Source: an optimization exercise on an open RTL-to-GDS flow (aim: small area). Production flows keep margins and buffers that such runs may drop.
RTL that was checked went through simulation tests only; none was proved equivalent to the original.
Power is estimated from default activity; no workload was simulated.

## axis_lane_packer
module axis_lane_packer #(
  parameter int LANE_W      = 8,
  parameter int LANES       = 4,
  parameter int DEPTH_LANES = 32,
  parameter int SEG_W       = 12
) (
  input  logic                    clk,
  input  logic                    arst,
  input  logic [LANES*LANE_W-1:0] s_data,
  input  logic [LANES-1:0]        s_keep,
  input  logic                    s_valid,
  input  logic                    s_last,
  output logic                    s_ready,
  output logic [LANES*LANE_W-1:0] m_data,
  output logic [LANES-1:0]        m_keep,
  output logic                    m_valid,
  output logic                    m_last,
  output logic                    m_seg,
  input  logic                    m_ready,
  input  logic [SEG_W-1:0]        seg_len,
  output logic                    keep_err
);
Size in the first run: about 1200 cells after synthesis, roughly 360 flip-flops, about 94 I/O pins, about 16000 µm² of cells after synthesis.
==> flow/config.mk <==
export PLATFORM = sky130hd
export DESIGN_NAME = axis_lane_packer
export DESIGN_NICKNAME = axis_lane_packer
export VERILOG_FILES = /design/flow/design.v
export SDC_FILE = /design/flow/constraint.sdc
export NUM_CORES = 4
export LEC_CHECK = 0
export CAP_MARGIN = 20
export CORE_MARGIN = 2
export CORE_UTILIZATION = 35
export PLACE_DENSITY = 0.55
export SLEW_MARGIN = 20
export SYNTH_HIERARCHICAL = 1
==> flow/constraint.sdc <==
create_clock -name core_clock -period 12.0 [get_ports {clk}]
set_input_delay 2.4000 -clock core_clock [delete_from_list [all_inputs] [get_ports {clk}]]
set_output_delay 2.4000 -clock core_clock [all_outputs]
set_load 0.01 [all_outputs]
standard.sh (not shown) runs the stock make flow with config.mk's settings and CLKGATE_MAP_FILE= SYNTH_SCRIPT=/design/flow/synth_recipe.tcl, a recipe that flattens the netlist after the stock synthesis.
==> flow/flow/run.sh <==
#!/bin/bash
set -euo pipefail
here=$(pwd)
CTS="-sink_clustering_enable -repair_clock_nets -sink_clustering_size 9 -sink_clustering_max_diameter 60 -dont_use_dummy_load -buf_list sky130_fd_sc_hd__clkbuf_4"
bash standard.sh "BUFFER_PORTS_ARGS=-buffer_cell sky130_fd_sc_hd__buf_1" "CTS_ARGS=$CTS" \
  "PRE_RESIZE_TCL=$here/flow/pre_resize.tcl" finish > run_make.log 2>&1
==> flow/flow/pre_resize.tcl <==
# Before repair_design: synthesis maps for speed and leaves many gates at a
# higher drive strength than the design's 12 ns clock needs. Swap each cell
# for the smallest-area cell of the same family (same function and pins,
# another drive strength); repair_design then fixes any slew or load limit
# this breaks, and the later timing repairs still run.
set n 0
set saved 0.0
foreach inst [get_cells *] {
  set cell [get_property $inst ref_name]
  if {![regexp {^(sky130_fd_sc_hd__[a-z0-9]+)_([0-9]+)$} $cell -> base drive]} { continue }
  if {[string match *clkbuf* $base] || [string match *dly* $base]} { continue }
  set cur [get_lib_cells -quiet $cell]
  if {$cur eq ""} { continue }
  set best $cell
  set best_area [get_property $cur area]
  foreach lc [get_lib_cells -quiet ${base}_*] {
    set name [get_property $lc name]
    if {![regexp "^${base}_\[0-9\]+\$" $name]} { continue }
    if {[get_property $lc dont_use]} { continue }
    set a [get_property $lc area]
    if {$a < $best_area} { set best $name; set best_area $a }
  }
  if {$best ne $cell} {
    set saved [expr {$saved + [get_property $cur area] - $best_area}]
    replace_cell $inst $best
    incr n
  }
}
puts "pre_resize: downsized $n instances, [format %.1f $saved] um2"
Change:
--- a/flow/design.v
+++ b/flow/design.v
@@ -34,20 +34,41 @@
 ) (
   input  logic [8*W-1:0] d,
   input  logic [7:0]     s,
   output logic [W-1:0]   q
 );
   logic [W-1:0] n0, n1, n2;
   axis_lane_packer_aoi3 #(.W(W)) u0 (.a(d[0 +: 3*W]),   .b(s[2:0]), .q(n0));
   axis_lane_packer_aoi3 #(.W(W)) u1 (.a(d[3*W +: 3*W]), .b(s[5:3]), .q(n1));
   axis_lane_packer_aoi2 #(.W(W)) u2 (.a(d[6*W +: 2*W]), .b(s[7:6]), .q(n2));
   assign q = ~(n0 & n1 & n2);
+endmodule
+module axis_lane_packer_ao4 #(
+  parameter int W = 8
+) (
+  input  logic [4*W-1:0] d,
+  input  logic [3:0]     s,
+  output logic [W-1:0]   q
+);
+  logic [W-1:0] n0, n1;
+  axis_lane_packer_aoi3  #(.W(W)) u0 (.a(d[0 +: 3*W]), .b(s[2:0]), .q(n0));
+  axis_lane_packer_nand2 #(.W(W)) u1 (.a(d[3*W +: W]), .b({W{s[3]}}), .q(n1));
+  axis_lane_packer_nand2 #(.W(W)) u2 (.a(n0), .b(n1), .q(q));
+endmodule
+module axis_lane_packer_nand2 #(
+  parameter int W = 8
+) (
+  input  logic [W-1:0] a,
+  input  logic [W-1:0] b,
+  output logic [W-1:0] q
+);
+  assign q = ~(a & b);
 endmodule
 module axis_lane_packer #(
   parameter int LANE_W      = 8,
   parameter int LANES       = 4,
   parameter int DEPTH_LANES = 32,
   parameter int SEG_W       = 12
 ) (
   input  logic                    clk,
   input  logic                    arst,
   input  logic [LANES*LANE_W-1:0] s_data,
@@ -112,21 +133,21 @@
   logic [NR-1:0] w_woh;
   assign w_pbank     = w_wrot + w_wcnt[1:0] - 2'd1;
   assign w_mark_prev = w_acc && s_last && w_wcnt == 3'd0;
   always_comb
     for (int r = 0; r < NR; r++) w_woh[r] = w_wrow == RW'(r);
   logic [LANE_W-1:0] w_wdata [NB];
   for (genvar b = 0; b < NB; b++) begin : g_wr
     logic [NB-1:0] lsel;
     always_comb
       for (int i = 0; i < NB; i++) lsel[i] = 2'(b) - w_wrot == 2'(i);
-    axis_lane_packer_ao #(.W(LANE_W), .N(NB)) u_wmux (.d(s_data), .s(lsel), .q(w_wdata[b]));
+    axis_lane_packer_ao4 #(.W(LANE_W)) u_wmux (.d(s_data), .s(lsel), .q(w_wdata[b]));
   end
   always_ff @(posedge clk) begin
     for (int b = 0; b < NB; b++) begin
       logic [1:0]        li;
       logic              we, xe, mv;
       logic [NR-1:0]     wsel, psel;
       li   = 2'(b) - w_wrot;
       we   = w_acc && w_run[li];
       xe   = w_mark_prev && w_pbank == 2'(b);
       mv   = s_last && w_pbank == 2'(b);
@@ -188,21 +209,21 @@
   assign w_len   = {w_kt[3], w_kt[1] & !w_kt[3], !w_kt[1] | (w_kt[2] & !w_kt[3])};
   assign w_can_load = w_found || ((w_nt & ~w_ft) == '0);
   assign w_load     = w_can_load && (!r_m_valid || m_ready);
   assign w_seg_end  = w_seg_on && !(|w_rem[SEG_W-1:3]) && w_rem[2:0] == w_len;
   logic [LANES*LANE_W-1:0] w_beat;
   for (genvar k = 0; k < NB; k++) begin : g_lane
     logic [NB*LANE_W-1:0] banks;
     for (genvar b = 0; b < NB; b++) begin : g_b
       assign banks[b*LANE_W +: LANE_W] = w_bank[b][BW-1:1];
     end
-    axis_lane_packer_ao #(.W(LANE_W), .N(NB)) u_omux (
+    axis_lane_packer_ao4 #(.W(LANE_W)) u_omux (
       .d(banks), .s(w_lsel[k] & {NB{w_kt[k]}}), .q(w_beat[k*LANE_W +: LANE_W]));
   end
   logic [SEG_W-1:0] w_len12;
   assign w_len12 = SEG_W'(w_load ? w_len : 3'd0);
   always_ff @(posedge clk) begin
     if (!r_m_valid || m_ready) begin
       r_m_data <= w_beat;
       r_m_n    <= {w_kt[2], (w_kt[1] & !w_kt[2]) | w_kt[3]};
       r_m_last <= w_found || w_seg_end;
       r_m_seg  <= w_seg_end && !w_found;
Worst hold slack got worse by 0.018 ns.
Design area barely changes.
Die area drops slightly.
Routed wire length came out higher slightly.
Combinational power grows by a few percent.
The RTL of the first run of this note was laid out without a check of its function.

==> re-timing with driven ports <==
No port has a modelled driver above. Below, the same layouts with a new extraction and two added sets of constraints.
Step 1 (the two cells are an assumption about what drives the block):
set clk [get_ports {clk}]
set_driving_cell -lib_cell sky130_fd_sc_hd__clkbuf_16 $clk
set_driving_cell -lib_cell sky130_fd_sc_hd__buf_2 [delete_from_list [all_inputs] $clk]
Step 2 times the ports against the registers' clock, not the clock port: input delays grow and output delays shrink by t, the midpoint of the rising clock arrivals with the driver on.
Slacks: ideal ports / drivers / drivers and shift; pairs: ideal ports / drivers.
run	shift t [ns]	slack for setup (ns)	clock arrival spread, ns	worst data-port slew with drivers (ns)	pins driven straight from the clock port
the first run	0.776	4.437 / 4.437 / 4.437	0.109 / 0.109	0.08	1
the second run	0.792	5.066 / 5.066 / 5.066	0.122 / 0.122	0.06	1
After both steps setup and hold are still met in every run listed.
